Source: an optimization exercise on an open RTL-to-GDS flow (aim: small area and a short achievable clock period). Production flows keep margins and buffers that such runs may drop.
Function was checked by simulation only, so behaviour that the tests miss may differ from the original.
No activity file was given, so power comes from the tool's default toggle rates.

### design/flow/flow/run.sh
#!/bin/bash
# Standard synthesis, then its combinational logic re-mapped for area (the
# flip-flops untouched), then the standard layout with plain buf_1 port
# buffers, a clock tree of fewer leaf clusters, and timing repair aimed well
# past the clock period's needs so the port paths get sized.
set -euo pipefail
ARGS=(
  "BUFFER_PORTS_ARGS=-buffer_cell sky130_fd_sc_hd__buf_1"
  "CTS_ARGS=-sink_clustering_enable -repair_clock_nets -buf_list sky130_fd_sc_hd__clkbuf_8 -sink_clustering_size 20 -sink_clustering_max_diameter 50 -dont_use_dummy_load"
  SETUP_SLACK_MARGIN=34.9
)
bash standard.sh "${ARGS[@]}" synth > synth.log 2>&1
RES=orfs/results/$FLOW_PLATFORM/wlcTop/base
cp $RES/1_2_yosys.v standard_synth.v
RESYN_INPUT=standard_synth.v RESYN_NETLIST=resyn.v yosys -c flow/resyn.tcl > resyn.log 2>&1
cp resyn.v $RES/1_2_yosys.v
rm -f $RES/1_synth.odb
bash standard.sh "${ARGS[@]}" finish > standard.log 2>&1
### design/flow/flow/resyn.abc
strash
&get -n
&deepsyn -T 20
&put
dch -f
amap
&get -n
&dch
&nf -R 1000
&put
topo
### design/flow/flow/resyn.tcl
# Re-maps the combinational logic of the standard synthesis netlist for area.
# Every flip-flop instance stays as the standard synthesis made it: same cell
# type, same instance name, same connections. The gates fed (through gates
# only) by the data inputs stay as the standard synthesis mapped them too, so
# the port-to-register paths keep their speed-mapped structure.
set lib $::env(FLOW_HOME)/platforms/sky130hd/lib/sky130_fd_sc_hd__tt_025C_1v80.lib
set top $::env(FLOW_TOP)
set dont_use {sky130_fd_sc_hd__probe_p_8 sky130_fd_sc_hd__probec_p_8 sky130_fd_sc_hd__lpflow_bleeder_1 sky130_fd_sc_hd__lpflow_clkbufkapwr_1 sky130_fd_sc_hd__lpflow_clkbufkapwr_16 sky130_fd_sc_hd__lpflow_clkbufkapwr_2 sky130_fd_sc_hd__lpflow_clkbufkapwr_4 sky130_fd_sc_hd__lpflow_clkbufkapwr_8 sky130_fd_sc_hd__lpflow_clkinvkapwr_1 sky130_fd_sc_hd__lpflow_clkinvkapwr_16 sky130_fd_sc_hd__lpflow_clkinvkapwr_2 sky130_fd_sc_hd__lpflow_clkinvkapwr_4 sky130_fd_sc_hd__lpflow_clkinvkapwr_8 sky130_fd_sc_hd__lpflow_decapkapwr_12 sky130_fd_sc_hd__lpflow_decapkapwr_3 sky130_fd_sc_hd__lpflow_decapkapwr_4 sky130_fd_sc_hd__lpflow_decapkapwr_6 sky130_fd_sc_hd__lpflow_decapkapwr_8 sky130_fd_sc_hd__lpflow_inputiso0n_1 sky130_fd_sc_hd__lpflow_inputiso0p_1 sky130_fd_sc_hd__lpflow_inputiso1n_1 sky130_fd_sc_hd__lpflow_inputiso1p_1 sky130_fd_sc_hd__lpflow_inputisolatch_1 sky130_fd_sc_hd__lpflow_isobufsrc_1 sky130_fd_sc_hd__lpflow_isobufsrc_16 sky130_fd_sc_hd__lpflow_isobufsrc_2 sky130_fd_sc_hd__lpflow_isobufsrc_4 sky130_fd_sc_hd__lpflow_isobufsrc_8 sky130_fd_sc_hd__lpflow_isobufsrckapwr_16 sky130_fd_sc_hd__lpflow_lsbuf_lh_hl_isowell_tap_1 sky130_fd_sc_hd__lpflow_lsbuf_lh_hl_isowell_tap_2 sky130_fd_sc_hd__lpflow_lsbuf_lh_hl_isowell_tap_4 sky130_fd_sc_hd__lpflow_lsbuf_lh_isowell_4 sky130_fd_sc_hd__lpflow_lsbuf_lh_isowell_tap_1 sky130_fd_sc_hd__lpflow_lsbuf_lh_isowell_tap_2 sky130_fd_sc_hd__lpflow_lsbuf_lh_isowell_tap_4 sky130_fd_sc_hd__fill_1 sky130_fd_sc_hd__fill_2 sky130_fd_sc_hd__fill_4 sky130_fd_sc_hd__fill_8 }
set du_args {}
foreach c $dont_use { lappend du_args -dont_use $c }

yosys read_liberty -ignore_miss_func $lib
yosys blackbox sky130_fd_sc_hd__*df* sky130_fd_sc_hd__*dl*
yosys read_verilog $::env(RESYN_INPUT)
yosys hierarchy -top $top
yosys design -save orig
yosys cd $top
yosys delete t:sky130_fd_sc_hd__*df* t:sky130_fd_sc_hd__*dl*
yosys select -write input_cone.txt i:* i:clk %d %co200 c:* %i
yosys cd
yosys design -load orig
yosys select -read input_cone.txt
yosys setattr -set keep_hierarchy 1
yosys select -clear
yosys flatten
yosys opt_clean -purge
yosys rename -hide w:*.*
yosys tee -o resyn_before.txt stat -liberty $lib
yosys cd $top
yosys abc -liberty $lib {*}$du_args -script flow/resyn.abc
yosys opt_clean -purge
yosys splitnets
yosys opt_clean -purge
yosys hilomap -singleton -hicell sky130_fd_sc_hd__conb_1 HI -locell sky130_fd_sc_hd__conb_1 LO
yosys insbuf -buf sky130_fd_sc_hd__buf_4 A X
yosys opt_clean -purge
yosys cd
yosys setattr -unset keep_hierarchy $top/c:*
yosys blackbox sky130_fd_sc_hd__*
yosys tee -o resyn_after.txt stat -liberty $lib
yosys write_verilog -noattr -nohex -nodec $::env(RESYN_NETLIST)
### design/flow/standard.sh
#!/bin/bash
# synth_recipe.tcl (not shown) runs the flow's synth.tcl, then flattens the netlist and writes it again
# the make line also repeats each setting of config.mk as NAME=value (left out here)
make -C /OpenROAD-flow-scripts/flow DESIGN_CONFIG=/design/flow/config.mk WORK_HOME=/design/flow/orfs CLKGATE_MAP_FILE= SYNTH_SCRIPT=/design/flow/synth_recipe.tcl "${@:-finish}"
### design/flow/config.mk
export PLATFORM = sky130hd
export DESIGN_NAME = wlcTop
export DESIGN_NICKNAME = wlcTop
export VERILOG_FILES = /design/flow/design.v
export SDC_FILE = /design/flow/constraint.sdc
export NUM_CORES = 4
export LEC_CHECK = 0
export CAP_MARGIN = 20
export CORE_MARGIN = 2
export CORE_UTILIZATION = 75
export SLEW_MARGIN = 20
### design/flow/constraint.sdc
create_clock -name core_clock -period 45.0 [get_ports {clk}]
set_input_delay 9.0000 -clock core_clock [delete_from_list [all_inputs] [get_ports {clk}]]
set_output_delay 9.0000 -clock core_clock [all_outputs]
set_load 0.01 [all_outputs]
### design/flow/design.v
package wlcPkg;
    localparam logic [2:0] FmtUnknown = 3'd0;
    localparam logic [2:0] FmtCompute = 3'd1;
    localparam logic [2:0] FmtMemory  = 3'd2;
    localparam logic [2:0] FmtControl = 3'd3;
    localparam logic [2:0] FmtMixed   = 3'd4;
    localparam logic [2:0] FmtIdle    = 3'd5;
    localparam logic [6:0] OpAluReg = 7'b0110011;   
    localparam logic [6:0] OpAluImm = 7'b0010011;
    localparam logic [6:0] OpLoad   = 7'b0000011;   
    localparam logic [6:0] OpStore  = 7'b0100011;
    localparam logic [6:0] OpBranch = 7'b1100011;   
    localparam logic [6:0] OpJal    = 7'b1101111;
    localparam logic [6:0] OpJalr   = 7'b1100111;
    localparam int DefWindowLen     = 16;
    localparam int DefIdleLimit     = 24;
    localparam int DefFifoDepth     = 4;
    localparam int DefConfThreshold = 4;
    localparam int EntryW = 25;
endpackage
module opcodeWindow (
    input  logic                        clk,
    input  logic                        reset,
    input  logic [7:0]                  instr,
    input  logic                        creditReturn,
    output logic [wlcPkg::EntryW-1:0]   pushData,
    output logic                        push,
    output logic                        noCredits,
    output logic [15:0]                 droppedWindows
);
    logic       valid;
    logic [6:0] opcode;
    logic       isCompute, isMem, isControl;
    logic       ended;         
    logic [3:0] total;         
    logic [3:0] totalEff;
    logic [4:0] idleSeq;       
    logic [3:0] credits;       
    logic       vCompute, vMem, vControl;    
    logic windowFull, idleFire, windowEnd, canSend;
    assign valid  = instr[7];
    assign opcode = instr[6:0];
    assign isCompute = (opcode == wlcPkg::OpAluReg) || (opcode == wlcPkg::OpAluImm);
    assign isMem     = (opcode == wlcPkg::OpLoad) || (opcode == wlcPkg::OpStore);
    assign isControl = (opcode == wlcPkg::OpBranch) || (opcode == wlcPkg::OpJal) ||
                       (opcode == wlcPkg::OpJalr);
    assign totalEff   = ended ? 4'd0 : total;
    assign windowFull = valid && (totalEff == 4'd15);
    assign idleFire   = !valid && (idleSeq == 5'd31);
    assign windowEnd  = windowFull || idleFire;
    assign canSend    = credits[0];
    assign noCredits  = !canSend;
    logic [3:0] creditsKeep, creditsSend;
    assign creditsKeep = creditReturn ? {credits[2:0], 1'b1} : credits;
    assign creditsSend = creditReturn ? credits : {1'b0, credits[3:1]};
    always_ff @(posedge clk) begin
        if (!reset) begin
            ended          <= 1'b1;
            idleSeq        <= 5'd8;
            credits        <= 4'b1111;
            push           <= 1'b0;
            droppedWindows <= '0;
        end else begin
            ended   <= windowEnd;
            if (valid) begin
                idleSeq <= 5'd8;
            end else if (idleSeq != 5'd0) begin
                idleSeq <= idleSeq + 5'd1;
            end
            credits <= (windowEnd && canSend) ? creditsSend : creditsKeep;
            push    <= windowEnd && canSend;
            if (windowEnd && !canSend) begin
                droppedWindows <= droppedWindows + 16'd1;
            end
        end
    end
    logic [7:0] computeY, memY, controlY;
    logic       computeOdd, memOdd, controlOdd;
    logic [7:0] computeYInc, memYInc, controlYInc;
    logic [7:0] computeYNext, memYNext, controlYNext;
    logic       computeOddNext, memOddNext, controlOddNext;
    assign computeYInc = computeY + (vCompute ? {4'd0, 3'b110, computeOdd} : 8'd0);
    assign memYInc     = memY + (vMem ? {4'd0, 3'b110, memOdd} : 8'd0);
    assign controlYInc = controlY + (vControl ? {4'd0, 3'b110, controlOdd} : 8'd0);
    assign computeYNext   = ended ? 8'd0 : computeYInc;
    assign memYNext       = ended ? 8'd0 : memYInc;
    assign controlYNext   = ended ? 8'd0 : controlYInc;
    assign computeOddNext = !ended && (computeOdd ^ vCompute);
    assign memOddNext     = !ended && (memOdd ^ vMem);
    assign controlOddNext = !ended && (controlOdd ^ vControl);
    logic [7:0]  divY;
    logic        divOdd;
    logic [7:0]  dividendLow;
    logic [3:0]  remCur;
    logic [4:0]  rem2;
    logic        qBit;
    logic [3:0]  rem;
    logic [22:0] quot;
    logic [23:0] tolls;
    always_comb begin
        case (idleSeq[4:3])
            2'd1:    begin divY = computeYNext; divOdd = computeOddNext; end
            2'd2:    begin divY = memYNext;     divOdd = memOddNext;     end
            default: begin divY = controlYNext; divOdd = controlOddNext; end
        endcase
    end
    assign dividendLow = {divY[3:0], divOdd, 3'd0};
    assign remCur   = (idleSeq[2:0] == 3'd0) ? divY[7:4] : rem;
    assign rem2     = {remCur, dividendLow[3'd7 - idleSeq[2:0]]};
    assign qBit     = (totalEff != 4'd0) && (rem2 >= 5'(totalEff));
    assign tolls    = {quot, qBit};
    always_ff @(posedge clk) begin
        total      <= valid ? totalEff + 4'd1 : totalEff;
        vCompute   <= valid && isCompute;
        vMem       <= valid && isMem;
        vControl   <= valid && isControl;
        computeOdd <= computeOddNext;
        memOdd     <= memOddNext;
        controlOdd <= controlOddNext;
        if (idleFire) begin
            computeY <= tolls[23:16];
            memY     <= tolls[15:8];
            controlY <= tolls[7:0];
        end else begin
            computeY <= computeYNext;
            memY     <= memYNext;
            controlY <= controlYNext;
        end
        rem  <= qBit ? 4'(rem2 - 5'(totalEff)) : rem2[3:0];
        quot <= tolls[22:0];
    end
    assign pushData = {computeYInc, memYInc, controlYInc, !idleSeq[3]};
endmodule
module summaryFifo (
    input  logic                        clk,
    input  logic                        reset,
    input  logic                        push,
    input  logic [wlcPkg::EntryW-1:0]   pushData,
    input  logic                        pop,
    input  logic                        noCredits,
    output logic [wlcPkg::EntryW-1:0]   headData,
    output logic                        headValid,
    output logic                        creditReturn
);
    logic [wlcPkg::EntryW-1:0] mem [4];
    logic [1:0] rdPtr;
    logic [1:0] wrPtr;
    assign headData  = mem[rdPtr];
    assign headValid = (rdPtr != wrPtr) || (noCredits && !push && !creditReturn);
    always_ff @(posedge clk) begin
        if (!reset) begin
            rdPtr        <= '0;
            wrPtr        <= '0;
            creditReturn <= 1'b0;
        end else begin
            creditReturn <= pop;
            if (push) wrPtr <= wrPtr + 2'd1;
            if (pop)  rdPtr <= rdPtr + 2'd1;
        end
    end
    always_ff @(posedge clk) begin
        if (push) begin
            mem[wrPtr] <= pushData;
        end
    end
endmodule
module formatDecider (
    input  logic                        clk,
    input  logic                        reset,
    input  logic [wlcPkg::EntryW-1:0]   headData,
    input  logic                        headValid,
    input  logic                        resultReady,
    output logic                        pop,
    output logic [30:0]                 result,
    output logic                        resultValid,
    output logic                        classificationValid,
    output logic [15:0]                 classificationCount
);
    logic [7:0] computeToll, memToll, controlToll;
    logic       idle;
    logic [1:0] busyClasses;
    logic [2:0] nextFormat;
    logic [3:0] baseConf;
    logic [3:0] nextConf;
    logic [2:0] format;
    logic [3:0] confidence;
    assign {computeToll, memToll, controlToll, idle} = headData;
    assign format     = result[30:28];
    assign confidence = result[27:24];
    assign busyClasses = 2'(computeToll > 8'd50) + 2'(memToll > 8'd50) +
                         2'(controlToll > 8'd50);
    always_comb begin
        if (idle) begin
            nextFormat = wlcPkg::FmtIdle;
            baseConf   = 4'd8;
        end else if (computeToll > 8'd150) begin
            nextFormat = wlcPkg::FmtCompute;
            baseConf   = 4'd7;
        end else if (memToll > 8'd150) begin
            nextFormat = wlcPkg::FmtMemory;
            baseConf   = 4'd7;
        end else if (controlToll > 8'd150) begin
            nextFormat = wlcPkg::FmtControl;
            baseConf   = 4'd7;
        end else if (busyClasses >= 2'd2) begin
            nextFormat = wlcPkg::FmtMixed;
            baseConf   = 4'd6;
        end else begin
            nextFormat = wlcPkg::FmtUnknown;
            baseConf   = 4'd4;
        end
    end
    always_comb begin
        if (nextFormat == format && nextFormat != wlcPkg::FmtUnknown) begin
            nextConf = (confidence > 4'd13) ? 4'd15 : confidence + 4'd2;
        end else begin
            nextConf = baseConf;
        end
    end
    assign pop = headValid && (!resultValid || resultReady);
    always_ff @(posedge clk) begin
        if (!reset) begin
            result              <= '0;
            resultValid         <= 1'b0;
            classificationValid <= 1'b0;
            classificationCount <= '0;
        end else begin
            if (pop) begin
                result              <= {nextFormat, nextConf, computeToll, memToll, controlToll};
                resultValid         <= 1'b1;
                classificationValid <= (nextFormat != wlcPkg::FmtUnknown);
                classificationCount <= classificationCount + 16'd1;
            end else if (resultReady) begin
                resultValid <= 1'b0;
            end
        end
    end
endmodule
module wlcTop #(
    parameter int WindowLen     = wlcPkg::DefWindowLen,
    parameter int IdleLimit     = wlcPkg::DefIdleLimit,
    parameter int FifoDepth     = wlcPkg::DefFifoDepth,
    parameter int ConfThreshold = wlcPkg::DefConfThreshold
) (
    input  logic                 clk,
    input  logic                 reset,
    input  logic [7:0]           instr,    
    input  logic                 resultReady,
    output logic [30:0]          result,   
    output logic                 resultValid,
    output logic                 classificationValid,
    output logic [15:0]          classificationCount,
    output logic [15:0]          droppedWindows
);
    logic [wlcPkg::EntryW-1:0] pushData;
    logic [wlcPkg::EntryW-1:0] headData;
    logic push;
    logic headValid;
    logic pop;
    logic creditReturn;
    logic noCredits;
    opcodeWindow u_window (
        .clk            (clk),
        .reset          (reset),
        .instr          (instr),
        .creditReturn   (creditReturn),
        .pushData       (pushData),
        .push           (push),
        .noCredits      (noCredits),
        .droppedWindows (droppedWindows)
    );
    summaryFifo u_fifo (
        .clk          (clk),
        .reset        (reset),
        .push         (push),
        .pushData     (pushData),
        .pop          (pop),
        .noCredits    (noCredits),
        .headData     (headData),
        .headValid    (headValid),
        .creditReturn (creditReturn)
    );
    formatDecider u_decider (
        .clk                 (clk),
        .reset               (reset),
        .headData            (headData),
        .headValid           (headValid),
        .resultReady         (resultReady),
        .pop                 (pop),
        .result              (result),
        .resultValid         (resultValid),
        .classificationValid (classificationValid),
        .classificationCount (classificationCount)
    );
endmodule
==> results.yml, run 1 <==
clock_network:
  htreeDepth: 1
  cts_root_buf: "clkbuf_8"
  clockBufferDepth: 3
  clk_pin_slew_ps: 110
  cts_buffers: 17
  cts_sinks: 244
  hold_buffers: 0
  clock_latency_ps: 500
  cts_tree: "built"
finish:
  seq_area_mm2: 0.00591
  stdcell_area_mm2: 0.0101
  final_common_cell: "nand2_1"
  finalNonFillerCells: 1083
  multi_input_area_mm2: 0.00331
  final_layout_size_suffix_gt1_frac: 0.0716
  area_growth_pct: 8.94
  antennaDiodeCount: 0
  final_core_util: 0.840
  layout_common_cells: "nand2_1, dfxtp_1, edfxtp_1"
  final_nets: 949
  fillCellCount: 674
place:
  gp_congestion: 0.905
  dp.cells: 1062
  placed_cell_area_mm2: 0.00978
  io_buffers: 75
  hpwl_um: 13200
logic_synthesis:
  avgSynthCellArea_um2: 10.9
  synth_area_mm2: 0.00926
  yosys_warnings: 3
  syn_nets: 864
  postSynthCellCount: 853
route:
  wl_um: 19500
  num_vias: 6748
  drc_errors: 0
  drt_iter0_drc: 747
  first_pass_iters: 7
  avgViaCountPerCell: 6.23
  wl_per_cell_um: 18.0
  drtAntennaViolNets: 0
setup_path:
  start_kind: "register"
  max_stage_delay_ps: 400
  rr_worst_depth: 15
  r2r-end: "u_decider.result[27]$_SDFFE_PN0P_"
  path_cells: "buf_1"
  cpMaxStageDelayCell: "dfxtp_1"
  cp_max_fo: 4
  r2r_slack_ps: 40440
  end_kind: "primary output"
  path_buf_inv: 1
  required_ps: 36000
  crit_type: "reg2out"
  crit_family: "flip-flops"
  critical_path_arrival_ps: 1070
power_and_ir_drop:
  power.leakage_nw: 3.50
  power_density_mw_per_mm2: 36.5
  ir_worst_vdd_uv: 36.7
run:
  drv_cap: 0
status:
  status: "no timing/DRC/antenna violations"
floorplanning:
  rows: 40
  start_util: 0.771
  ioPinCount: 76
  fp.dieW_um: 115
  dieArea_mm2: 0.0133
  coreArea_mm2: 0.0120
  die_y_um: 115
grt:
  antenna_found_initial: 0
  grt.total_usage: 0.296
  gr-total-overflow: 0
  grt_pass1_wl_um: 30700
  grt_pass1_vias: 6556
  grt_max_degree: 68
sta:
  maxSlewViolCount: 0
  rsz0062_at_grt: "true"
  fin_worst_skew_ps: 31.6
  setup_violations: 0
  tns_ps: 0
  relSlewSlack: 0.395
  hold_violations: 0
  worst_slew_pin_slew_ps: 904
  timing.final.crit_share: 0.224
  timing.fmax_mhz: 99.3
  period_needed_ps: 10070
hold_path:
  min-delay-path-class: "reg2reg"
  hold_path.startpoint: "u_window.quot[12]$_DFF_P_"
  holdPathStages: 0
  hold-path-endpoint: "u_window.quot[13]$_DFF_P_"
## flip-flops by register name, indices dropped and copies added (netlist names), 5 cells and up, named ones only
name and cells:
u_fifo.mem 100, u_window.controlY 8, u_decider.result 31, u_window.droppedWindows 16
u_window.computeY 8, u_decider.classificationCount 16, u_window.quot 23, u_window.idleSeq 5
u_window.memY 8
## worst register-to-register path, stage by stage, from the launching register on
cell and delay, ps:
dfxtp_1 380, and2_0 180, buf_4 210, a222oi_1 370, nand2_1 150, nand2_1 90
clkinv_1 80, or3_1 340, a311o_1 370, maj3_1 430, a31oi_1 280, xnor2_1 100
nor3_1 300, a21boi_0 760, nor2_1 130, a221oi_2 300
## worst max path at each step
stage                                             startpoint                                       end  cells after the start
6_report            u_window.droppedWindows[11]$_SDFFE_PN0P_                        droppedWindows[11]                      1
3_5_place_dp                                        instr[7]   u_window.droppedWindows[9]$_SDFFE_PN0P_                      9
5_1_grt                                             instr[7]  u_window.droppedWindows[12]$_SDFFE_PN0P_                      9
2_1_floorplan                                       instr[7]   u_window.droppedWindows[9]$_SDFFE_PN0P_                      9
4_1_cts        u_decider.classificationCount[8]$_SDFFE_PN0P_                    classificationCount[8]                      1
3_3_place_gp                                        instr[7]   u_window.droppedWindows[9]$_SDFFE_PN0P_                      9
## cell type report
class                      instances  area share
clock buffer                      17      0.0232
inverter                          23     0.00880
multi-input combinational        566       0.328
sequential                       244       0.586
tap                              147      0.0182
timing repair buffer              86      0.0363
## report_power, final
part / internal (mW) / total, mW / switching [mW]
clock: 0.0343 / 0.0948 / 0.0605
combinational: 0.0111 / 0.0324 / 0.0213
sequential: 0.236 / 0.241 / 0.00523
total: 0.282 / 0.369 / 0.0871
## metal layers
layer  wire length (µm)  part of all wire  track usage
met3               1410             0.072       0.0395
met2               9570              0.49        0.513
met1               7900              0.41        0.380
met4                566             0.029        0.122
met5                  0                 0            0
## metrics by stage
step	total power, mW	hold slack, ps	worst slack [ps]
detailed placement	0.278	338	33920
finish	0.369	349	34930
floorplan	0.268	331	34700
CTS	0.368	351	34900
global route	0.381	355	34840
global placement	0.276	332	34000
## repair_timing
item,4_1_cts,5_1_grt
pin swaps,0,1
cloned,1,0
buffers inserted,1,2
endpoints found under the setup margin,44,34
gates resized for setup,7,18
endpoints found under the hold margin,0,0
==> run 2: changes to the inputs <==
--- a/design/flow/config.mk
+++ b/design/flow/config.mk
@@ -7,5 +7,5 @@
 export LEC_CHECK = 0
 export CAP_MARGIN = 20
 export CORE_MARGIN = 2
-export CORE_UTILIZATION = 75
+export CORE_UTILIZATION = 70
 export SLEW_MARGIN = 20
==> run 2 against run 1 <==
  * Global-route usage decreased by 2.2 points
  * Critical path depth unchanged
  * Worst hold slack got worse by 48 ps
  * Combinational power decreased by 2%
  * Register-to-register slack improved by 390 ps
  * Sequential share of layout area decreased by 0.096 points
  * Clock power increased by 7%
  * Clock skew increased by 20 ps
==> results.yml, run 2 <==
setup_path:
  r2r_slack_ps: 40830
  r2r-end: "u_window.rem[2]$_DFF_P_"
  cp_max_fo: 3
  path_buf_inv: 1
  r2r_start: "u_window.vControl$_DFF_P_"
  cpMaxStageDelayCell: "dfxtp_1"
  crit_family: "flip-flops"
  rr_worst_depth: 16
  required_ps: 36000
  end_kind: "primary output"
  start_kind: "register"
  crit_cells: 1
  path_cells: "clkbuf_2"
  max_stage_delay_ps: 400
  critical_path_arrival_ps: 1070
  crit_type: "reg2out"
place:
  io_buffers: 75
  dp_slack_ps: 33900
  hpwl_um: 13300
  dp.cells: 1083
  gp_congestion: 0.880
status:
  status: "no timing/DRC/antenna violations"
grt:
  grt_pass1_vias: 6406
  gr-total-overflow: 0
  grt_max_degree: 68
  antenna_found_initial: 0
  use_met1: 0.368
  use_met2: 0.472
  grt.total_usage: 0.274
  met3_usage: 0.0374
  grt_pass1_wl_um: 31300
  busiest_layer: "met2"
floorplanning:
  ioPinCount: 76
  dieArea_mm2: 0.0141
  fp.dieW_um: 119
  rows: 41
  die_y_um: 119
  start_util: 0.723
  coreArea_mm2: 0.0128
sta:
  period_needed_ps: 10070
  rsz0062_at_grt: "false"
  timing.final.crit_share: 0.224
  relSlewSlack: 0.284
  tns_ps: 0
  hold_slack_ps: 301
  worst_slew_pin_slew_ps: 1070
  timing.fmax_mhz: 99.3
  maxSlewViolCount: 0
  setup_violations: 0
  fin_worst_skew_ps: 51.2
  hold_violations: 0
  fin_ws_ps: 34930
logic_synthesis:
  avgSynthCellArea_um2: 10.8
  synth_area_mm2: 0.00924
  syn_nets: 863
  yosys_warnings: 3
  postSynthCellCount: 852
clock_network:
  clk_pin_slew_ps: 110
  cts_buffers: 19
  htreeDepth: 1
  cts_tree: "built"
  cts_sinks: 244
  clock_latency_ps: 520
  clockBufferDepth: 3
  cts_root_buf: "clkbuf_8"
hold_path:
  hold_path.startpoint: "u_window.quot[0]$_DFF_P_"
  holdPathStages: 0
  min-delay-path-class: "reg2reg"
  hold-path-endpoint: "u_window.quot[1]$_DFF_P_"
finish:
  final_common_cell: "nand2_1"
  largest_reg_flops: 100
  area_growth_pct: 9.38
  finalNonFillerCells: 1107
  regMostFlops: "u_fifo.mem"
  final_nets: 948
  layout_common_cells: "nand2_1, dfxtp_1, edfxtp_1"
  final_layout_size_suffix_gt1_frac: 0.0759
  top_regs: "u_fifo.mem (100), u_decider.result (31), u_window.quot (23)"
  antennaDiodeCount: 0
  fillCellCount: 845
power_and_ir_drop:
  power.leakage_nw: 3.50
  ir_worst_vdd_uv: 32.5
  power_density_mw_per_mm2: 37.1
  power.total_mw: 0.375
route:
  wl_um: 19600
  num_vias: 6750
  drc_errors: 0
  drt_iter0_drc: 454
  avgViaCountPerCell: 6.10
  wl_per_cell_um: 17.7
  drtAntennaViolNets: 0
  first_pass_iters: 5
run:
  drv_cap: 0
[run 2: how the worst max path moves through the flow]
stage                                                   start                                       to
2_1_floorplan                                        instr[7]  u_window.droppedWindows[9]$_SDFFE_PN0P_
3_3_place_gp                                         instr[7]  u_window.droppedWindows[9]$_SDFFE_PN0P_
3_5_place_dp                                         instr[7]  u_window.droppedWindows[9]$_SDFFE_PN0P_
4_1_cts              u_window.droppedWindows[11]$_SDFFE_PN0P_                       droppedWindows[11]
5_1_grt              u_window.droppedWindows[14]$_SDFFE_PN0P_                       droppedWindows[14]
6_report       u_decider.classificationCount[13]$_SDFFE_PN0P_                  classificationCount[13]
[run 2: final cells by class]
cell class              count  area [µm²]  share of cell area
clock buffers              19         262              0.0259
inverters                  15        58.8             0.00582
multi-input cells         573        3300               0.327
flip-flops and latches    244        5910               0.585
well taps                 172         215              0.0213
repair buffers             84         360              0.0356
[run 2: report_power, final]
group / internal (mW) / leakage, nW / switching, mW
combinational: 0.0106 / 1.27 / 0.0211
clock: 0.0381 / 0.137 / 0.0629
sequential: 0.237 / 2.09 / 0.00541
[run 2: per-layer routing]
metal | wire length (µm) | up-vias | part of all wire
met3 | 1310 | 51 | 0.067
met5 | 0 | - | 0
met4 | 498 | 0 | 0.025
met2 | 9580 | 273 | 0.49
li1 | - | 3208 | -
met1 | 8250 | 3218 | 0.42
[run 2: what timing repair did]
action	CTS	global route
setup buffers	1	3
hold buffers	0	0
setup endpoints to repair	44	32
resized for setup	9	19
gates cloned	1	0
pin swaps	0	1
[run 2: metrics by stage]
step	utilization	area, µm²
2_1_floorplan	-	9320
3_3_place_gp	0.764	9760
3_5_place_dp	0.764	9760
4_1_cts	0.787	10100
5_1_grt	0.791	10100
6_report	0.791	10100
==> run 3: changes to the inputs <==
--- a/design/flow/flow/run.sh
+++ b/design/flow/flow/run.sh
@@ -7,7 +7,7 @@
 ARGS=(
   "BUFFER_PORTS_ARGS=-buffer_cell sky130_fd_sc_hd__buf_1"
   "CTS_ARGS=-sink_clustering_enable -repair_clock_nets -buf_list sky130_fd_sc_hd__clkbuf_8 -sink_clustering_size 20 -sink_clustering_max_diameter 50 -dont_use_dummy_load"
-  SETUP_SLACK_MARGIN=34.9
+  SETUP_SLACK_MARGIN=34.8
 )
 bash standard.sh "${ARGS[@]}" synth > synth.log 2>&1
 RES=orfs/results/$FLOW_PLATFORM/wlcTop/base
==> run 3 against run 2 <==
  * Setup slack got worse by 79 ps
  * Via count shrank 2.8%
  * Still clean on timing, DRC and antenna
  * Highest routed layer unchanged
  * Design area unchanged
  * Clock skew rose by 1.7 ps
==> results.yml, run 3 <==
setup_path:
  crit_start: "u_window.droppedWindows[5]$_SDFFE_PN0P_"
  path_cells: "buf_1"
  start_kind: "register"
  critical_path_arrival_ps: 1150
  max_stage_delay_ps: 430
  required_ps: 36000
  crit_family: "flip-flops"
  path_buf_inv: 1
  crit_type: "reg2out"
  cpMaxStageDelayCell: "dfxtp_1"
  end_kind: "primary output"
  cp_max_fo: 5
floorplanning:
  coreArea_mm2: 0.0131
  rows: 42
  die_y_um: 119
  fp.dieW_um: 119
  ioPinCount: 76
  start_util: 0.708
  dieArea_mm2: 0.0142
power_and_ir_drop:
  p_sw_frac: 0.235
  ir_worst_vdd_uv: 24.9
  power.total_mw: 0.371
  power.leakage_nw: 3.49
  power_density_mw_per_mm2: 36.7
  p_switching_mw: 0.0873
  p_comb_frac: 0.086
  cellInternalPower_mw: 0.283
  clock_power_share: 0.263
  power_frac_seq: 0.651
sta:
  fin_worst_skew_ps: 52.8
  hold_violations: 0
  timing.final.crit_share: 0.225
  setup_violations: 0
  timing.fmax_mhz: 98.6
  hold_slack_ps: 293
  rsz0062_at_grt: "false"
  relSlewSlack: 0.382
  worst_slew_pin_slew_ps: 923
  maxSlewViolCount: 0
  period_needed_ps: 10150
  tns_ps: 0
finish:
  finalNonFillerCells: 1112
  largest_reg_flops: 100
  area_growth_pct: 9.15
  seq_area_mm2: 0.00589
  multi_input_area_mm2: 0.00329
  layout_common_cells: "nand2_1, dfxtp_1, edfxtp_1"
  stdcell_area_mm2: 0.0101
  fillCellCount: 887
  final_common_cell: "nand2_1"
  antennaDiodeCount: 0
  top_regs: "u_fifo.mem (100), u_decider.result (31), u_window.quot (23)"
  final_nets: 949
  final_layout_size_suffix_gt1_frac: 0.0534
  regMostFlops: "u_fifo.mem"
logic_synthesis:
  yosys_warnings: 3
  synth_area_mm2: 0.00926
  syn_nets: 864
  avgSynthCellArea_um2: 10.9
  postSynthCellCount: 853
hold_path:
  min-delay-path-class: "reg2reg"
  hold_path.startpoint: "u_window.quot[12]$_DFF_P_"
clock_network:
  clk_pin_slew_ps: 110
  clock_latency_ps: 510
  cts_tree: "built"
  hold_buffers: 0
  cts_buffers: 18
  clockBufferDepth: 3
  cts_sinks: 244
  htreeDepth: 1
  cts_root_buf: "clkbuf_8"
place:
  hpwl_um: 12500
  dp.cells: 1090
  io_buffers: 75
  placed_cell_area_mm2: 0.00981
  gp_congestion: 0.864
route:
  drt_iter0_drc: 662
  num_vias: 6564
  first_pass_iters: 5
  drtAntennaViolNets: 0
  drc_errors: 0
  wl_um: 18500
  avgViaCountPerCell: 5.90
  wl_per_cell_um: 16.6
run:
  drv_cap: 0
status:
  status: "no timing/DRC/antenna violations"
grt:
  grt_max_degree: 68
  antenna_found_initial: 0
  gr-total-overflow: 0
  grt.total_usage: 0.263
  grt_pass1_wl_um: 29900
  grt_pass1_vias: 6101
==> run 3: final cells by class <==
class	count	area share
sequential	244	0.582
multi-input combinational	566	0.326
timing repair buffer	85	0.0370
clock buffer	18	0.0245
tap	176	0.0218
inverter	23	0.00854
==> run 3: through the flow <==
step	util	worst slack (ps)
2_1_floorplan	-	34700
3_3_place_gp	0.749	33980
3_5_place_dp	0.749	33900
4_1_cts	0.770	34810
5_1_grt	0.773	34810
6_report	0.773	34850
==> run 3: power by group through the flow <==
stage / sequential, mW / combinational, mW / clock (mW)
after floorplan: 0.246 / 0.0218 / 0
after global placement: 0.246 / 0.0303 / 0
after detailed placement: 0.246 / 0.0313 / 0
after CTS: 0.241 / 0.0316 / 0.0986
after global routing: 0.242 / 0.0354 / 0.107
final: 0.241 / 0.0320 / 0.0974
==> run 3: path summary, 6_finish.rpt <==
check	endpoint	slack, ps	cells past startpoint
setup / recovery	droppedWindows[5]	34850	1
hold / removal	u_window.quot[13]$_DFF_P_	290	0
setup reg to reg	u_decider.result[25]$_SDFFE_PN0P_	40550	15
hold reg to reg	u_window.quot[13]$_DFF_P_	290	0
==> run 3: what timing repair did <==
| item | 4_1_cts | 5_1_grt |
|---|---|---|
| gates cloned | 1 | 0 |
| endpoints found under the hold margin | 0 | 0 |
| setup buffers | 2 | 0 |
| endpoints found under the setup margin | 37 | 2 |
| gates resized for setup | 2 | 2 |
==> run 3: layer usage <==
| metal | up-vias | share of wire | track usage |
|---|---|---|---|
| met4 | 0 | 0.021 | 0.0759 |
| met1 | 3082 | 0.43 | 0.360 |
| met3 | 29 | 0.063 | 0.0307 |
| met5 | - | 0 | 0 |
| li1 | 3203 | - | - |
| met2 | 250 | 0.49 | 0.446 |
==> run 4: changes to the inputs <==
--- a/design/flow/flow/run.sh
+++ b/design/flow/flow/run.sh
@@ -7,7 +7,7 @@
 ARGS=(
   "BUFFER_PORTS_ARGS=-buffer_cell sky130_fd_sc_hd__buf_1"
   "CTS_ARGS=-sink_clustering_enable -repair_clock_nets -buf_list sky130_fd_sc_hd__clkbuf_8 -sink_clustering_size 20 -sink_clustering_max_diameter 50 -dont_use_dummy_load"
-  SETUP_SLACK_MARGIN=34.8
+  SETUP_SLACK_MARGIN=34.9
 )
 bash standard.sh "${ARGS[@]}" synth > synth.log 2>&1
 RES=orfs/results/$FLOW_PLATFORM/wlcTop/base
--- a/design/flow/config.mk
+++ b/design/flow/config.mk
@@ -8,4 +8,5 @@
 export CAP_MARGIN = 20
 export CORE_MARGIN = 2
 export CORE_UTILIZATION = 70
+export PLACE_DENSITY = 0.8
 export SLEW_MARGIN = 20
==> run 4 against run 3 <==
  * Still clean
  * Combinational power barely moved
  * Global-route usage up 0.17 points
  * Die area unchanged
  * Flip-flop and latch count unchanged
  * Clock-buffer cell count up 2
  * Wire length up 2.4%
  * First-iteration DRC count down 4.5%
  * Critical path type unchanged
  * Highest routed layer unchanged
==> results.yml, run 4 <==
finish:
  final_common_cell: "nand2_1"
  area_growth_pct: 9.71
  top_regs: "u_fifo.mem (100), u_decider.result (31), u_window.quot (23)"
  antennaDiodeCount: 0
  final_core_util: 0.777
  final_nets: 951
  regMostFlops: "u_fifo.mem"
  largest_reg_flops: 100
  final_layout_size_suffix_gt1_frac: 0.0842
  layout_common_cells: "nand2_1, dfxtp_1, edfxtp_1"
grt:
  grt.total_usage: 0.265
  grt_pass1_wl_um: 30000
  grt_pass1_vias: 6326
  gr-total-overflow: 0
  grt_max_degree: 68
  antenna_found_initial: 0
setup_path:
  crit_start: "u_decider.classificationCount[1]$_SDFFE_PN0P_"
  r2r-end: "u_decider.result[25]$_SDFFE_PN0P_"
  cpMaxStageDelayCell: "dfxtp_1"
  end_kind: "primary output"
  crit_type: "reg2out"
  r2r_slack_ps: 40590
  crit_family: "flip-flops"
  required_ps: 36000
  start_kind: "register"
  path_cells: "clkbuf_2"
  max_stage_delay_ps: 390
  path_buf_inv: 1
  rr_worst_depth: 15
  cp_max_fo: 4
  critical_path_arrival_ps: 1060
sta:
  hold_slack_ps: 302
  relSlewSlack: 0.364
  period_needed_ps: 10060
  rsz0062_at_grt: "true"
  fin_worst_skew_ps: 42.7
  worst_slew_pin_slew_ps: 950
  tns_ps: 0
  hold_violations: 0
  timing.fmax_mhz: 99.4
  timing.final.crit_share: 0.224
  maxSlewViolCount: 0
  setup_violations: 0
logic_synthesis:
  postSynthCellCount: 853
  yosys_warnings: 3
  synth_area_mm2: 0.00926
  avgSynthCellArea_um2: 10.9
  syn_nets: 864
floorplanning:
  start_util: 0.708
  coreArea_mm2: 0.0131
  dieArea_mm2: 0.0142
  fp.dieW_um: 119
  rows: 42
  ioPinCount: 76
  die_y_um: 119
hold_path:
  holdPathStages: 0
  min-delay-path-class: "reg2reg"
  hold_path.startpoint: "u_window.quot[12]$_DFF_P_"
  hold-path-endpoint: "u_window.quot[13]$_DFF_P_"
place:
  gp_congestion: 0.882
  io_buffers: 75
  hpwl_um: 12900
clock_network:
  htreeDepth: 1
  clockBufferDepth: 3
  cts_root_buf: "clkbuf_8"
  clock_latency_ps: 510
  cts_tree: "built"
  hold_buffers: 0
  cts_sinks: 244
  cts_buffers: 20
  clk_pin_slew_ps: 110
route:
  num_vias: 6605
  wl_per_cell_um: 17.0
  drc_errors: 0
  wl_um: 18900
  first_pass_iters: 8
  avgViaCountPerCell: 5.93
  drt_iter0_drc: 632
  drtAntennaViolNets: 0
power_and_ir_drop:
  power.leakage_nw: 3.53
  power.total_mw: 0.376
  power_density_mw_per_mm2: 37.0
  ir_worst_vdd_uv: 21.8
status:
  status: "no timing/DRC/antenna violations"
run:
  drv_cap: 0
==> run 4: worst max path at each step <==
| stage | end | slack, ps | depth (start not counted) |
|---|---|---|---|
| after floorplan | u_window.droppedWindows[9]$_SDFFE_PN0P_ | 34700 | 9 |
| after global placement | u_window.droppedWindows[9]$_SDFFE_PN0P_ | 34020 | 9 |
| after detailed placement | u_window.droppedWindows[9]$_SDFFE_PN0P_ | 33940 | 9 |
| after CTS | droppedWindows[3] | 34900 | 1 |
| after global routing | u_decider.classificationCount[5]$_SDFFE_PN0P_ | 34900 | 7 |
| final | classificationCount[1] | 34940 | 1 |
==> run 4: area by class of cell <==
| class | instances | area, µm² |
|---|---|---|
| multi-input cells | 566 | 3300 |
| clock buffers | 20 | 275 |
| repair buffers | 85 | 365 |
| fillers | 889 | 2920 |
| well taps | 176 | 220 |
| inverters | 23 | 86.3 |
| flip-flops and latches | 244 | 5920 |
==> run 4: per-stage QoR <==
stage	setup slack, ps	cell area, µm²	std cells
after floorplan	34700	9340	853
after global placement	34020	9820	1092
after detailed placement	33940	9820	1092
after CTS	34900	10100	1114
after global routing	34900	10200	1114
final	34940	10200	1114
==> run 4: worst reg2reg max path, cell delays in order (launching register included) <==
cell	delay [ps]
dfxtp_1	390
and2_0	190
buf_4	210
a222oi_1	380
nand2_1	150
nand2_1	80
clkinv_1	70
or3_1	340
a311o_1	370
maj3_1	430
a31oi_1	300
xnor2_1	100
nor3_1	170
a21boi_0	690
and4_2	350
nor3_1	60
==> run 4: power by group <==
group | internal (mW) | leakage, nW | total [mW] | switching (mW)
clock network | 0.0400 | 0.144 | 0.103 | 0.0628
registers | 0.236 | 2.10 | 0.241 | 0.00518
logic | 0.0112 | 1.29 | 0.0321 | 0.0209
total | 0.287 | 3.53 | 0.376 | 0.0889
==> run 4: per-layer routing <==
metal | part of all wire | routed length [µm] | GRT usage | vias to the layer above
li1 | - | - | - | 3199
met5 | 0 | 0 | 0 | -
met1 | 0.43 | 8060 | 0.356 | 3104
met2 | 0.49 | 9200 | 0.443 | 263
met4 | 0.023 | 435 | 0.105 | 0
met3 | 0.066 | 1250 | 0.0307 | 39
==> run 4: repair_timing <==
| item | in CTS | in global routing |
|---|---|---|
| endpoints found under the hold margin | 0 | 0 |
| setup buffers | 1 | 0 |
| resized for setup | 15 | 16 |
| gates cloned | 1 | 0 |
| pin swaps | 0 | 0 |
| setup endpoints to repair | 49 | 20 |
==> run 5: changes to the inputs <==
--- a/design/flow/flow/run.sh
+++ b/design/flow/flow/run.sh
@@ -6,7 +6,7 @@
 set -euo pipefail
 ARGS=(
   "BUFFER_PORTS_ARGS=-buffer_cell sky130_fd_sc_hd__buf_1"
-  "CTS_ARGS=-sink_clustering_enable -repair_clock_nets -buf_list sky130_fd_sc_hd__clkbuf_8 -sink_clustering_size 20 -sink_clustering_max_diameter 50 -dont_use_dummy_load"
+  "CTS_ARGS=-sink_clustering_enable -repair_clock_nets -buf_list sky130_fd_sc_hd__clkbuf_16 -sink_clustering_size 30 -sink_clustering_max_diameter 60 -dont_use_dummy_load"
   SETUP_SLACK_MARGIN=34.9
 )
 bash standard.sh "${ARGS[@]}" synth > synth.log 2>&1
==> design/flow/flow/resyn.abc (replaced) <==
strash
&get -n
&deepsyn -T 60
&put
dch -f
amap
topo
--- a/design/flow/config.mk
+++ b/design/flow/config.mk
@@ -7,6 +7,5 @@
 export LEC_CHECK = 0
 export CAP_MARGIN = 20
 export CORE_MARGIN = 2
-export CORE_UTILIZATION = 70
-export PLACE_DENSITY = 0.8
+export CORE_UTILIZATION = 65
 export SLEW_MARGIN = 20
==> run 5 against run 4 <==
  * Global-route usage down 0.74 points
  * Worst hold slack better by 44 ps
  * Via count up 1.2%
  * Clock skew down 20 ps
  * Setup slack better by 35 ps
  * Critical path type unchanged
  * Largest power group unchanged
  * Power up 29%
  * Highest routed layer unchanged
==> results.yml, run 5 <==
status:
  status: "no timing/DRC/antenna violations"
logic_synthesis:
  avgSynthCellArea_um2: 10.5
  synth_area_mm2: 0.00930
  postSynthCellCount: 887
  yosys_warnings: 3
  syn_nets: 898
power_and_ir_drop:
  power_density_mw_per_mm2: 46.9
  power_frac_seq: 0.530
  ir_worst_vdd_uv: 24.1
  power.total_mw: 0.484
  clock_power_share: 0.258
  p_comb_frac: 0.212
  power.leakage_nw: 3.48
  p_switching_mw: 0.143
  cellInternalPower_mw: 0.341
  p_sw_frac: 0.296
sta:
  hold_violations: 0
  rsz0062_at_grt: "false"
  relSlewSlack: 0.313
  period_needed_ps: 10030
  setup_violations: 0
  fin_worst_skew_ps: 22.6
  tns_ps: 0
  timing.final.crit_share: 0.223
  timing.fmax_mhz: 99.7
  fin_ws_ps: 34970
  worst_slew_pin_slew_ps: 1000
  maxSlewViolCount: 0
place:
  gp_congestion: 0.860
  dp_slack_ps: 33870
  hpwl_um: 13400
  io_buffers: 75
floorplanning:
  die_y_um: 124
  coreArea_mm2: 0.0139
  ioPinCount: 76
  fp.dieW_um: 124
  rows: 43
  dieArea_mm2: 0.0153
  start_util: 0.667
setup_path:
  required_ps: 36000
  max_stage_delay_ps: 410
  end_kind: "primary output"
  cpMaxStageDelayCell: "dfxtp_1"
  crit_type: "reg2out"
  crit_family: "flip-flops"
  critical_path_arrival_ps: 1030
  cp_max_fo: 5
  path_buf_inv: 1
  start_kind: "register"
  path_cells: "buf_1"
grt:
  antenna_found_initial: 0
  grt_max_degree: 68
  grt.total_usage: 0.257
  grt_pass1_wl_um: 30500
  gr-total-overflow: 0
  grt_pass1_vias: 6140
clock_network:
  cts_tree: "built"
  cts_sinks: 244
  clk_pin_slew_ps: 90
  cts_buffers: 15
  clockBufferDepth: 3
  clock_latency_ps: 470
  htreeDepth: 1
  cts_root_buf: "clkbuf_16"
finish:
  final_common_cell: "dfxtp_1"
  area_growth_pct: 11.1
  antennaDiodeCount: 0
  fillCellCount: 951
  final_layout_size_suffix_gt1_frac: 0.0628
  largest_reg_flops: 100
  final_nets: 984
  top_regs: "u_fifo.mem (100), u_decider.result (31), u_window.quot (23)"
  layout_common_cells: "dfxtp_1, nand2_1, nor2_1"
  regMostFlops: "u_fifo.mem"
route:
  wl_per_cell_um: 17.0
  wl_um: 19500
  avgViaCountPerCell: 5.81
  first_pass_iters: 5
  drtAntennaViolNets: 0
  drc_errors: 0
  num_vias: 6682
  drt_iter0_drc: 599
hold_path:
  min-delay-path-class: "reg2reg"
run:
  drv_cap: 0
run 5: timing repair:
| action | CTS | global route |
|---|---|---|
| pin swaps | 0 | 1 |
| hold buffers | 0 | 0 |
| gates cloned | 1 | 0 |
| buffers inserted | 2 | 3 |
| hold endpoints to repair | 0 | 0 |
| resized for setup | 5 | 9 |
| setup endpoints to repair | 42 | 19 |
run 5: worst paths after layout:
check	start	depth (start not counted)	slack [ps]	endpoint
setup / recovery	u_decider.result[27]$_SDFFE_PN0P_	1	34970	result[27]
hold / removal	u_window.quot[13]$_DFF_P_	0	350	u_window.quot[14]$_DFF_P_
setup reg to reg	u_window.idleSeq[3]$_SDFFE_PP1P_	20	40360	u_window.rem[2]$_DFF_P_
hold reg to reg	u_window.quot[13]$_DFF_P_	0	350	u_window.quot[14]$_DFF_P_
run 5: metal layers:
layer | vias to the layer above | wire length [µm] | track usage
met2 | 210 | 9330 | 0.429
met5 | - | 0 | 0
met3 | 28 | 1140 | 0.0353
met1 | 3148 | 8690 | 0.358
met4 | 0 | 366 | 0.0675
li1 | 3296 | - | -
run 5: through the flow:
step	util	instance area, µm²	cells	hold WS [ps]
6_report	0.741	10300	1151	346
5_1_grt	0.741	10300	1151	341
4_1_cts	0.739	10300	1148	340
3_5_place_dp	0.709	9880	1130	339
3_3_place_gp	0.709	9880	1130	335
2_1_floorplan	-	9380	887	331
run 5: power by group through the flow:
stage / clock network [mW] / registers, mW / logic (mW)
after global routing: 0.135 / 0.259 / 0.115
after CTS: 0.127 / 0.257 / 0.102
after global placement: 0 / 0.261 / 0.0985
final: 0.125 / 0.257 / 0.103
after detailed placement: 0 / 0.262 / 0.101
after floorplan: 0 / 0.264 / 0.0677
run 5: cell type report:
type,instances,area (µm²),area share
inverters,62,235,0.0228
flip-flops and latches,244,5900,0.571
clock buffers,15,375,0.0363
multi-input cells,561,3210,0.311
repair buffers,89,388,0.0375
well taps,180,225,0.0218
==> run 6: changes to the inputs <==
--- a/design/flow/flow/run.sh
+++ b/design/flow/flow/run.sh
@@ -6,7 +6,7 @@
 set -euo pipefail
 ARGS=(
   "BUFFER_PORTS_ARGS=-buffer_cell sky130_fd_sc_hd__buf_1"
-  "CTS_ARGS=-sink_clustering_enable -repair_clock_nets -buf_list sky130_fd_sc_hd__clkbuf_16 -sink_clustering_size 30 -sink_clustering_max_diameter 60 -dont_use_dummy_load"
+  "CTS_ARGS=-sink_clustering_enable -repair_clock_nets -buf_list {sky130_fd_sc_hd__clkbuf_4 sky130_fd_sc_hd__clkbuf_8} -sink_clustering_size 12 -sink_clustering_max_diameter 40 -dont_use_dummy_load"
   SETUP_SLACK_MARGIN=34.9
 )
 bash standard.sh "${ARGS[@]}" synth > synth.log 2>&1
==> run 6 against run 5 <==
  * Worst hold slack got worse by 21 ps
  * Flip-flop and latch count unchanged
  * Synthesized area unchanged
  * Utilization increased by 0.86 points
  * Power increased by 3.0%
  * Setup slack got worse by 37 ps
  * Sequential share of layout area decreased by 0.61 points
  * Synthesized cell count unchanged
  * Clock skew increased by 3.4 ps
  * Register-to-register slack about the same
  * Clock-buffer cell count increased by 19
  * Sequential power about the same
  * Largest power group unchanged
==> results.yml, run 6 <==
sta:
  timing.fmax_mhz: 99.3
  worst_slew_pin_slew_ps: 983
  tns_ps: 0
  fin_ws_ps: 34930
  relSlewSlack: 0.328
  fin_worst_skew_ps: 25.9
  setup_violations: 0
  hold_slack_ps: 326
  hold_violations: 0
  timing.final.crit_share: 0.224
  period_needed_ps: 10070
  maxSlewViolCount: 0
  rsz0062_at_grt: "false"
grt:
  gr-total-overflow: 0
  grt_pass1_vias: 6390
  antenna_found_initial: 0
  grt.total_usage: 0.265
  grt_pass1_wl_um: 31000
  grt_max_degree: 68
clock_network:
  clock_latency_ps: 510
  htreeDepth: 2
  clk_pin_slew_ps: 70
  cts_tree: "built"
  clockBufferDepth: 3
  cts_root_buf: "clkbuf_8"
  cts_buffers: 34
  cts_sinks: 244
place:
  gp_congestion: 0.860
  io_buffers: 75
  hpwl_um: 13400
  dp_slack_ps: 33870
setup_path:
  crit_type: "reg2out"
  critical_path_arrival_ps: 1070
  max_stage_delay_ps: 390
  cp_max_fo: 4
  start_kind: "register"
  cpMaxStageDelayCell: "dfxtp_1"
  path_buf_inv: 1
  crit_family: "flip-flops"
  end_kind: "primary output"
  required_ps: 36000
  path_cells: "clkbuf_2"
route:
  drtAntennaViolNets: 0
  wl_per_cell_um: 17.0
  avgViaCountPerCell: 5.85
  num_vias: 6839
  wl_um: 19900
  first_pass_iters: 7
  drc_errors: 0
  drt_iter0_drc: 544
finish:
  top_regs: "u_fifo.mem (100), u_decider.result (31), u_window.quot (23)"
  regMostFlops: "u_fifo.mem"
  layout_common_cells: "dfxtp_1, nand2_1, nor2_1"
  final_layout_size_suffix_gt1_frac: 0.103
  area_growth_pct: 12.4
  final_core_util: 0.750
  final_nets: 1003
  antennaDiodeCount: 0
  largest_reg_flops: 100
  final_common_cell: "dfxtp_1"
floorplanning:
  rows: 43
  start_util: 0.667
  dieArea_mm2: 0.0153
  ioPinCount: 76
  die_y_um: 124
  coreArea_mm2: 0.0139
  fp.dieW_um: 124
run:
  drv_cap: 0
logic_synthesis:
  postSynthCellCount: 887
  syn_nets: 898
  yosys_warnings: 3
  synth_area_mm2: 0.00930
  avgSynthCellArea_um2: 10.5
status:
  status: "no timing/DRC/antenna violations"
power_and_ir_drop:
  ir_worst_vdd_uv: 33.9
  power_density_mw_per_mm2: 47.7
  power.leakage_nw: 3.61
hold_path:
  min-delay-path-class: "reg2reg"
==> run 6: layout make-up <==
type / count / area (µm²)
multi-input combinational: 561 / 3210
clock buffer: 34 / 468
tap: 180 / 225
sequential: 244 / 5900
timing repair buffer: 89 / 410
inverter: 62 / 235
fill: 947 / 3480
==> run 6: layer usage <==
layer / vias to the layer above / track usage / wire length, µm
li1: 3343 / - / -
met5: - / 0 / 0
met4: 0 / 0.102 / 496
met1: 3198 / 0.350 / 8560
met3: 41 / 0.0495 / 1360
met2: 257 / 0.438 / 9460
==> run 6: through the flow <==
step,cells,power [mW],cell area [µm²]
3_3_place_gp,1130,0.359,9880
3_5_place_dp,1130,0.363,9880
6_report,1170,0.499,10500
2_1_floorplan,887,0.332,9380
4_1_cts,1167,0.499,10400
5_1_grt,1170,0.524,10500
==> run 6: repair_timing <==
item	in CTS	in global routing
pin swaps	0	1
gates resized for setup	7	29
buffers inserted	2	3
hold buffers	0	0
cloned	1	0
endpoints found under the setup margin	43	38
==> run 6: path summary, 6_finish.rpt <==
| kind | from | to | slack (ps) | cells past startpoint |
|---|---|---|---|---|
| worst max-delay path | u_decider.classificationCount[4]$_SDFFE_PN0P_ | classificationCount[4] | 34930 | 1 |
| worst min-delay path | u_window.quot[16]$_DFF_P_ | u_window.quot[17]$_DFF_P_ | 330 | 0 |
| worst max register to register | u_window.idleSeq[3]$_SDFFE_PP1P_ | u_window.rem[2]$_DFF_P_ | 40350 | 20 |
| worst min register to register | u_window.quot[16]$_DFF_P_ | u_window.quot[17]$_DFF_P_ | 330 | 0 |
==> run 6: where the power goes <==
group	switching (mW)	internal, mW	total, mW	leakage [nW]
Sequential	0.0114	0.246	0.258	2.09
Combinational	0.0663	0.0365	0.103	1.28
Clock	0.0711	0.0671	0.138	0.244
Total	0.149	0.350	0.499	3.61
==> run 7: changes to the inputs <==
--- a/design/flow/flow/run.sh
+++ b/design/flow/flow/run.sh
@@ -6,7 +6,7 @@
 set -euo pipefail
 ARGS=(
   "BUFFER_PORTS_ARGS=-buffer_cell sky130_fd_sc_hd__buf_1"
-  "CTS_ARGS=-sink_clustering_enable -repair_clock_nets -buf_list {sky130_fd_sc_hd__clkbuf_4 sky130_fd_sc_hd__clkbuf_8} -sink_clustering_size 12 -sink_clustering_max_diameter 40 -dont_use_dummy_load"
+  "CTS_ARGS=-sink_clustering_enable -repair_clock_nets -buf_list sky130_fd_sc_hd__clkbuf_16 -sink_clustering_size 36 -sink_clustering_max_diameter 60 -dont_use_dummy_load"
   SETUP_SLACK_MARGIN=34.9
 )
 bash standard.sh "${ARGS[@]}" synth > synth.log 2>&1
--- a/design/flow/config.mk
+++ b/design/flow/config.mk
@@ -7,5 +7,5 @@
 export LEC_CHECK = 0
 export CAP_MARGIN = 20
 export CORE_MARGIN = 2
-export CORE_UTILIZATION = 65
+export CORE_UTILIZATION = 70
 export SLEW_MARGIN = 20
==> run 7 against run 6 <==
  * Still clean on timing, DRC and antenna
  * Global-route usage about the same
  * Clock power down 14%
  * Flip-flop and latch count unchanged
  * Worst hold slack worse by 2.9 ps
  * Synthesized cell count unchanged
  * Non-clock buffer count down 1
  * Critical endpoint is now droppedWindows[14]
  * Largest cell class unchanged
  * Largest power group unchanged
==> results.yml, run 7 <==
status:
  status: "no timing/DRC/antenna violations"
clock_network:
  cts_sinks: 244
  cts_root_buf: "clkbuf_16"
  cts_buffers: 14
  clock_latency_ps: 480
  clk_pin_slew_ps: 120
  cts_tree: "built"
  htreeDepth: 1
  clockBufferDepth: 3
sta:
  timing.fmax_mhz: 99.6
  maxSlewViolCount: 0
  relSlewSlack: 0.392
  worst_slew_pin_slew_ps: 903
  hold_slack_ps: 323
  fin_worst_skew_ps: 41.6
  timing.final.crit_share: 0.223
  rsz0062_at_grt: "false"
  setup_violations: 0
  tns_ps: 0
  hold_violations: 0
  period_needed_ps: 10040
grt:
  gr-total-overflow: 0
  grt.total_usage: 0.265
  grt_max_degree: 68
  antenna_found_initial: 0
  grt_pass1_wl_um: 30200
  grt_pass1_vias: 6391
setup_path:
  path_cells: "buf_1"
  critical_path_arrival_ps: 1040
  cp_max_fo: 3
  required_ps: 36000
  rr_worst_depth: 20
  crit_family: "flip-flops"
  start_kind: "register"
  cpMaxStageDelayCell: "dfxtp_1"
  r2r_slack_ps: 40300
  r2r_start: "u_window.idleSeq[3]$_SDFFE_PP1P_"
  path_buf_inv: 1
  r2r-end: "u_window.rem[2]$_DFF_P_"
  end_kind: "primary output"
  max_stage_delay_ps: 400
  crit_type: "reg2out"
route:
  wl_um: 18800
  drt_iter0_drc: 595
  first_pass_iters: 8
  avgViaCountPerCell: 5.87
  num_vias: 6716
  drtAntennaViolNets: 0
  wl_per_cell_um: 16.4
  drc_errors: 0
logic_synthesis:
  postSynthCellCount: 887
  avgSynthCellArea_um2: 10.5
  syn_nets: 898
  synth_area_mm2: 0.00930
  yosys_warnings: 3
floorplanning:
  rows: 42
  start_util: 0.711
  ioPinCount: 76
  coreArea_mm2: 0.0131
  fp.dieW_um: 119
  dieArea_mm2: 0.0142
  die_y_um: 119
finish:
  regMostFlops: "u_fifo.mem"
  antennaDiodeCount: 0
  layout_common_cells: "dfxtp_1, nand2_1, nor2_1"
  largest_reg_flops: 100
  area_growth_pct: 10.7
  top_regs: "u_fifo.mem (100), u_decider.result (31), u_window.quot (23)"
  final_layout_size_suffix_gt1_frac: 0.0568
  final_common_cell: "dfxtp_1"
  final_nets: 982
place:
  gp_congestion: 0.830
  io_buffers: 75
  hpwl_um: 12700
hold_path:
  holdPathStages: 0
  min-delay-path-class: "reg2reg"
  hold_path.startpoint: "u_window.quot[2]$_DFF_P_"
  hold-path-endpoint: "u_window.quot[3]$_DFF_P_"
power_and_ir_drop:
  power_density_mw_per_mm2: 46.5
  power.leakage_nw: 3.47
  ir_worst_vdd_uv: 33.2
run:
  drv_cap: 0
[run 7: worst max path at each step]
stage | start | to | cells after the start
5_1_grt | instr[7] | u_window.droppedWindows[12]$_SDFFE_PN0P_ | 9
3_5_place_dp | instr[7] | u_window.droppedWindows[12]$_SDFFE_PN0P_ | 9
6_report | u_window.droppedWindows[14]$_SDFFE_PN0P_ | droppedWindows[14] | 1
2_1_floorplan | instr[7] | u_window.droppedWindows[9]$_SDFFE_PN0P_ | 9
4_1_cts | resultReady | u_decider.classificationCount[13]$_SDFFE_PN0P_ | 7
3_3_place_gp | instr[7] | u_window.droppedWindows[9]$_SDFFE_PN0P_ | 9
[run 7: where the power goes]
group          switching (mW)  internal, mW
Combinational          0.0665        0.0366
Clock                  0.0629        0.0557
Sequential             0.0117         0.245
Total                   0.141         0.338
[run 7: area by class of cell]
cell class / count / area [µm²]
timing repair buffer: 88 / 392
clock buffer: 14 / 350
fill: 856 / 2790
sequential: 244 / 5890
tap: 176 / 220
inverter: 62 / 235
multi-input combinational: 561 / 3210
[run 7: metrics by stage]
step / total power, mW / instances / instance area [µm²] / setup WS (ps) / util
finish: 0.479 / 1145 / 10300 / 34960 / 0.787
global route: 0.501 / 1145 / 10300 / 34890 / 0.787
CTS: 0.478 / 1143 / 10300 / 34910 / 0.784
detailed placement: 0.362 / 1126 / 9870 / 33860 / 0.754
global placement: 0.358 / 1126 / 9870 / 33950 / 0.754
floorplan: 0.332 / 887 / 9380 / 34700 / -
[run 7: per-layer routing]
metal  wire length [µm]  global-route usage
met5                  0                   0
met4                507              0.0878
met3               1330              0.0398
met2               8950               0.452
met1               7970               0.350
[run 7: repair_timing]
item	in CTS	in global routing
cloned	1	0
hold buffers	0	0
buffers inserted	2	2
pin swaps	0	1
endpoints found under the setup margin	44	19
gates resized for setup	4	9
==> run 8: changes to the inputs <==
--- a/design/flow/flow/run.sh
+++ b/design/flow/flow/run.sh
@@ -6,7 +6,7 @@
 set -euo pipefail
 ARGS=(
   "BUFFER_PORTS_ARGS=-buffer_cell sky130_fd_sc_hd__buf_1"
-  "CTS_ARGS=-sink_clustering_enable -repair_clock_nets -buf_list sky130_fd_sc_hd__clkbuf_16 -sink_clustering_size 36 -sink_clustering_max_diameter 60 -dont_use_dummy_load"
+  "CTS_ARGS=-sink_clustering_enable -repair_clock_nets -buf_list sky130_fd_sc_hd__clkbuf_8 -sink_clustering_size 20 -sink_clustering_max_diameter 50 -dont_use_dummy_load -root_buf sky130_fd_sc_hd__clkbuf_16"
   SETUP_SLACK_MARGIN=34.9
 )
 bash standard.sh "${ARGS[@]}" synth > synth.log 2>&1
==> design/flow/flow/resyn.abc (replaced) <==
strash
&get -n
&deepsyn -T 20
&put
dch -f
amap
&get -n
&dch
&nf -R 1000
&put
topo
==> run 8 against run 7 <==
  * Still clean on timing, DRC and antenna
  * Setup slack lost 12 ps
  * Sequential share of layout area rose by 1.0 points
  * First-iteration DRC count shrank 16%
  * Synthesized cell count down 3.9%
  * Clock skew increased by 9.5 ps
  * Die area down 0.59%
  * Flip-flop and latch count unchanged
  * Largest cell class unchanged
  * Largest power group unchanged
==> results.yml, run 8 <==
sta:
  worst_slew_pin_slew_ps: 1090
  tns_ps: 0
  timing.final.crit_share: 0.223
  setup_violations: 0
  rsz0062_at_grt: "false"
  fin_worst_skew_ps: 51.1
  hold_slack_ps: 299
  period_needed_ps: 10050
  relSlewSlack: 0.271
  timing.fmax_mhz: 99.5
  maxSlewViolCount: 0
  hold_violations: 0
  fin_ws_ps: 34950
power_and_ir_drop:
  power.total_mw: 0.382
  ir_worst_vdd_uv: 32.5
  power_density_mw_per_mm2: 37.7
  power.leakage_nw: 3.49
place:
  io_buffers: 75
  placed_cell_area_mm2: 0.00976
  dp.cells: 1083
  hpwl_um: 13300
  dp_slack_ps: 33900
  gp_congestion: 0.880
grt:
  antenna_found_initial: 0
  grt_max_degree: 68
  grt.total_usage: 0.275
  gr-total-overflow: 0
  grt_pass1_vias: 6402
  grt_pass1_wl_um: 31300
setup_path:
  path_cells: "buf_1"
  critical_path_arrival_ps: 1050
  cp_max_fo: 4
  rr_worst_depth: 16
  crit_type: "reg2out"
  crit_start: "u_decider.classificationCount[12]$_SDFFE_PN0P_"
  max_stage_delay_ps: 400
  crit_family: "flip-flops"
  r2r_start: "u_window.vControl$_DFF_P_"
  crit_cells: 1
  r2r_slack_ps: 40820
  endpoint: "classificationCount[12]"
  end_kind: "primary output"
  cpMaxStageDelayCell: "dfxtp_1"
  required_ps: 36000
  start_kind: "register"
  r2r-end: "u_window.rem[2]$_DFF_P_"
  path_buf_inv: 1
hold_path:
  min-delay-path-class: "reg2reg"
logic_synthesis:
  synth_area_mm2: 0.00924
  syn_nets: 863
  yosys_warnings: 3
  avgSynthCellArea_um2: 10.8
  postSynthCellCount: 852
status:
  status: "no timing/DRC/antenna violations"
finish:
  final_core_util: 0.793
  regMostFlops: "u_fifo.mem"
  area_growth_pct: 9.56
  finalNonFillerCells: 1107
  top_regs: "u_fifo.mem (100), u_decider.result (31), u_window.quot (23)"
  fillCellCount: 844
  stdcell_area_mm2: 0.0101
  antennaDiodeCount: 0
  final_layout_size_suffix_gt1_frac: 0.0588
  largest_reg_flops: 100
  layout_common_cells: "nand2_1, dfxtp_1, edfxtp_1"
  multi_input_area_mm2: 0.00330
  seq_area_mm2: 0.00589
  final_nets: 948
floorplanning:
  rows: 41
  dieArea_mm2: 0.0141
  die_y_um: 119
  ioPinCount: 76
  coreArea_mm2: 0.0128
  fp.dieW_um: 119
  start_util: 0.723
clock_network:
  cts_buffers: 19
  cts_sinks: 244
  htreeDepth: 1
  clock_latency_ps: 480
  cts_tree: "built"
  hold_buffers: 0
  clockBufferDepth: 3
  clk_pin_slew_ps: 110
  cts_root_buf: "clkbuf_16"
route:
  num_vias: 6738
  drt_iter0_drc: 501
  drc_errors: 0
  wl_um: 19600
  avgViaCountPerCell: 6.09
  drtAntennaViolNets: 0
  first_pass_iters: 6
  wl_per_cell_um: 17.7
run:
  drv_cap: 0
==> run 8: what timing repair did <==
item,4_1_cts,5_1_grt
pin swaps,0,1
cloned,1,0
endpoints found under the setup margin,40,27
resized for setup,2,11
buffers inserted,1,3
==> run 8: area by class of cell <==
cell class	instances	share of cell area
Sequential cell	244	0.582
Multi-Input combinational cell	573	0.326
Timing Repair Buffer	84	0.0353
Clock buffer	19	0.0292
Tap cell	172	0.0213
Inverter	15	0.00581
==> run 8: report_power, final <==
group	switching, mW	internal [mW]	total, mW
Combinational	0.0212	0.0106	0.0318
Clock	0.0634	0.0441	0.108
Sequential	0.00541	0.237	0.242
==> run 8: routing by layer <==
layer	track usage	routed length [µm]	vias up
li1	-	-	3205
met1	0.369	8280	3231
met2	0.472	9510	253
met3	0.0369	1310	49
met4	0.0796	454	0
met5	0	0	-
==> run 8: worst min-delay path by stage <==
stage	startpoint	end	slack [ps]	cells past startpoint
after detailed placement	u_window.quot[16]$_DFF_P_	u_window.quot[17]$_DFF_P_	330	0
final	u_window.quot[0]$_DFF_P_	u_window.quot[1]$_DFF_P_	300	0
after floorplan	u_window.quot[15]$_DFF_P_	u_window.quot[16]$_DFF_P_	330	0
after global placement	u_window.quot[8]$_DFF_P_	u_window.quot[9]$_DFF_P_	330	0
after CTS	u_window.quot[0]$_DFF_P_	u_window.quot[1]$_DFF_P_	300	0
after global routing	u_window.quot[10]$_DFF_P_	u_window.quot[11]$_DFF_P_	310	0

[afterwards: timing with drivers on the ports]
No port has a modelled driver above. Below, the same layouts with a new extraction and two added sets of constraints. Step 1 assumes that a clkbuf_16 drives the clock port and a buf_2 every other input. Step 2 moves the port delays by t, midway between the first and last clock arrival at a register: inputs arrive t later, outputs are due t later. That takes back most of the time a late clock gives input paths. a / b / c = no drivers / after step 1 / after step 2; a / b = the first two.
| run | t, ns | slack for setup (ns) | worst data-port slew with drivers (ns) |
|---|---|---|---|
| run 1 | 0.527 | 34.933 / 34.891 / 34.433 | 0.04 |
| run 2 | 0.528 | 34.933 / 34.897 / 34.501 | 0.03 |
| run 3 | 0.520 | 34.854 / 34.819 / 34.427 | 0.04 |
| run 4 | 0.530 | 34.936 / 34.900 / 34.474 | 0.04 |
| run 5 | 0.502 | 34.970 / 34.927 / 34.519 | 0.03 |
| run 6 | 0.533 | 34.934 / 34.896 / 34.508 | 0.03 |
| run 7 | 0.500 | 34.957 / 34.915 / 34.516 | 0.03 |
| run 8 | 0.493 | 34.946 / 34.904 / 34.528 | 0.03 |
After both steps setup and hold are still met in every run listed. The setup slack of run 1, which loses most, moves by -0.042 ns with the drivers and by -0.500 ns with both steps.
